What follows belongs to an exercise in optimizing a design on an open flow for small area; a production flow would make more cautious choices. In this exercise RTL edits were held to simulation tests only and were not proved equivalent to the original. No activity file was given, so power comes from the tool's default toggle rates. The flow treats the clock pin as an ideal source, which a real chip does not have.

## udp_rx_top
module udp_rx_top (
    input  logic                      rx_axis_aclk,
    input  logic                      rx_axis_aresetn,
    input  logic [64-1:0] ip_rx_axis_tdata,
    input  logic [8-1:0] ip_rx_axis_tkeep,
    input  logic                      ip_rx_axis_tvalid,
    input  logic                      ip_rx_axis_tlast,
    input  logic                      ip_rx_axis_tuser,
    input  logic [31:0]               recv_dst_ip_addr,
    input  logic [31:0]               recv_src_ip_addr,
    output logic [64-1:0] udp_rx_axis_tdata,
    output logic [8-1:0] udp_rx_axis_tkeep,
    output logic                      udp_rx_axis_tvalid,
    output logic                      udp_rx_axis_tlast
);
For scale: about 4000 cells after synthesis, about 2100 flip-flops, roughly 220 I/O pins, roughly 77000 um2 of cells after synthesis.
==> flow/config.mk <==
export PLATFORM = sky130hd
export DESIGN_NAME = udp_rx_top
export DESIGN_NICKNAME = udp_rx_top
export VERILOG_FILES = /design/flow/design.v
export SDC_FILE = /design/flow/constraint.sdc
export NUM_CORES = 4
export LEC_CHECK = 0
export CAP_MARGIN = 0
export CORE_MARGIN = 2
export CORE_UTILIZATION = 50
export CTS_BUF_LIST = sky130_fd_sc_hd__clkbuf_8 sky130_fd_sc_hd__clkbuf_16
export CTS_CLUSTER_DIAMETER = 150
export CTS_CLUSTER_SIZE = 25
export SLEW_MARGIN = 0
export SYNTH_MEMORY_MAX_BITS = 8192
==> flow/constraint.sdc <==
create_clock -name core_clock -period 12.0 [get_ports {rx_axis_aclk}]
set_input_delay 2.4000 -clock core_clock [delete_from_list [all_inputs] [get_ports {rx_axis_aclk}]]
set_output_delay 2.4000 -clock core_clock [all_outputs]
set_load 0.01 [all_outputs]
standard.sh (not shown) runs the stock make flow with config.mk's settings and CLKGATE_MAP_FILE= SYNTH_SCRIPT=/design/flow/synth_recipe.tcl, a recipe that flattens the netlist after the stock synthesis.
==> flow/flow/run.sh <==
#!/bin/bash
set -euo pipefail
here=$(pwd)
cat > "$here/area_synth.tcl" <<TCL
proc abc {args} {
  set i [lsearch -exact \$args -script]
  if { \$i >= 0 } {
    set args [lreplace \$args [expr {\$i + 1}] [expr {\$i + 1}] $here/flow/abc_area_nf.script]
  }
  yosys abc {*}\$args
}
source $here/synth_recipe.tcl
TCL
sed "s|SYNTH_SCRIPT=[^ ]*|SYNTH_SCRIPT=$here/area_synth.tcl|" standard.sh > area_standard.sh
grep -q "SYNTH_SCRIPT=$here/area_synth.tcl" area_standard.sh
export BUFFER_PORTS_ARGS="-buffer_cell sky130_fd_sc_hd__buf_1"
export CTS_ARGS="-sink_clustering_enable -repair_clock_nets -dont_use_dummy_load -sink_clustering_size 28 -sink_clustering_max_diameter 120 -buf_list {sky130_fd_sc_hd__clkbuf_8 sky130_fd_sc_hd__clkbuf_16}"
bash area_standard.sh > standard_finish.log 2>&1
==> flow/flow/abc_area_nf.script <==
strash
&get -n
&st
&dch
&nf -R 1000 -p
&st
&dch
&nf -R 1000 -p
&put
topo
stime -c
The starting point finished with timing, DRC and antenna clean.
Change:
==> flow/flow/run.sh (replaced) <==
#!/bin/bash
set -euo pipefail
export BUFFER_PORTS_ARGS="-buffer_cell sky130_fd_sc_hd__buf_1"
export CTS_ARGS="-sink_clustering_enable -repair_clock_nets -dont_use_dummy_load -sink_clustering_size 28 -sink_clustering_max_diameter 120 -buf_list {sky130_fd_sc_hd__clkbuf_8 sky130_fd_sc_hd__clkbuf_16}"
bash standard.sh > make_finish.log 2>&1
removed: flow/flow/abc_area_nf.script
Effect: The changed run completed with no timing, DRC or antenna violations. Clock-buffer cell count went down by 1. Register-to-register slack gets better by 1.1 ns. Clock power stays flat. Final area went up by 1.4%. Non-clock buffer count went up by 10. Sequential cell count is unchanged. Fmax went up by about 4%. Final cell count went up by about 2.2%.

========
## the previous run
Starting RTL as in the previous note.
export LEC_CHECK = 0
export CAP_MARGIN = 0
export CORE_MARGIN = 2
export CORE_UTILIZATION = 50
export CTS_BUF_LIST = sky130_fd_sc_hd__clkbuf_8 sky130_fd_sc_hd__clkbuf_16
export CTS_CLUSTER_DIAMETER = 150
export CTS_CLUSTER_SIZE = 25
export SLEW_MARGIN = 0
export SYNTH_MEMORY_MAX_BITS = 8192
create_clock -name core_clock -period 12.0 [get_ports {rx_axis_aclk}]
==> flow/flow/run.sh <==
#!/bin/bash
set -euo pipefail
here=$(pwd)
cat > "$here/area_synth.tcl" <<TCL
proc abc {args} {
  set i [lsearch -exact \$args -script]
  if { \$i >= 0 } {
    set args [lreplace \$args [expr {\$i + 1}] [expr {\$i + 1}] $here/flow/abc_area_nf.script]
  }
  yosys abc {*}\$args
}
source $here/synth_recipe.tcl
TCL
sed "s|SYNTH_SCRIPT=[^ ]*|SYNTH_SCRIPT=$here/area_synth.tcl|" standard.sh > area_standard.sh
grep -q "SYNTH_SCRIPT=$here/area_synth.tcl" area_standard.sh
export BUFFER_PORTS_ARGS="-buffer_cell sky130_fd_sc_hd__buf_1"
export CTS_ARGS="-sink_clustering_enable -repair_clock_nets -dont_use_dummy_load -sink_clustering_size 30 -sink_clustering_max_diameter 100 -buf_list {sky130_fd_sc_hd__clkbuf_8 sky130_fd_sc_hd__clkbuf_16}"
bash area_standard.sh > standard_finish.log 2>&1
==> flow/flow/abc_area_nf.script <==
strash
dch
map -a
strash
&get -n
&st
&dch
&nf -R 1000 -p
&st
&dch
&nf -R 1000 -p
&put
topo
stime -c
The previous run completed end to end with timing, DRC and antenna clean.
What the current run does differently from the previous run at the input level:
==> flow/flow/run.sh <==
#!/bin/bash
set -euo pipefail
export BUFFER_PORTS_ARGS="-buffer_cell sky130_fd_sc_hd__buf_1"
export CTS_ARGS="-sink_clustering_enable -repair_clock_nets -dont_use_dummy_load -sink_clustering_size 28 -sink_clustering_max_diameter 120 -buf_list {sky130_fd_sc_hd__clkbuf_8 sky130_fd_sc_hd__clkbuf_16}"
bash standard.sh > standard_finish.log 2>&1
removed: flow/flow/abc_area_nf.script
==> comparison <==
Final period utilization (higher): the previous run. Share of power burned in the clock network (lower): the previous run. Delta (the current run minus the previous run): post-synthesis to final-layout area growth lost 1.3 points, fraction of area in registers lost 0.94 points. Both conditions hold for the current run: the flow ran to the end and the final layout passed the timing, DRC and antenna checks. Summary: with the previous run as the reference, power consumed by the clock network in the current run moved up by a few percent. The current run against the previous run: delay contributed by the slowest stage of the critical path did not really move, routed wire length did not really move.

-- re-timing with driven ports --
No port has a modelled driver above. Below, the same layouts with a new extraction and two added sets of constraints. Step 1 (the two cells are an assumption about what drives the block):
set clk [get_ports {rx_axis_aclk}]
set_driving_cell -lib_cell sky130_fd_sc_hd__clkbuf_16 $clk
set_driving_cell -lib_cell sky130_fd_sc_hd__buf_2 [delete_from_list [all_inputs] $clk]
Step 2 times the ports against the registers' clock, not the clock port: input delays grow and output delays shrink by t, the midpoint of the rising clock arrivals with the driver on. Slacks: ideal ports / drivers / drivers and shift; pairs: ideal ports / drivers.
run | t (ns) | setup slack, ns | hold WS [ns] | slew at the worst register clock pin (ns) | worst slew at a driven data input, ns
the first run of note 1 | 0.814 | 0.711 / 0.636 / 0.636 | 0.481 / 0.481 / 0.481 | 0.11 / 0.11 | 0.14
the second run of note 1 | 0.805 | 1.167 / 1.143 / 1.143 | 0.536 / 0.536 / 0.536 | 0.11 / 0.11 | 0.13
the previous run | 0.786 | 0.634 / 0.546 / 0.546 | 0.510 / 0.510 / 0.510 | 0.12 / 0.12 | 0.20
the current run | 0.805 | 1.167 / 1.143 / 1.143 | 0.536 / 0.536 / 0.536 | 0.11 / 0.11 | 0.13
After both steps every run listed still meets setup and hold. The setup slack of the previous run, which loses most, moves by -0.088 ns with the drivers and by -0.088 ns with both steps.
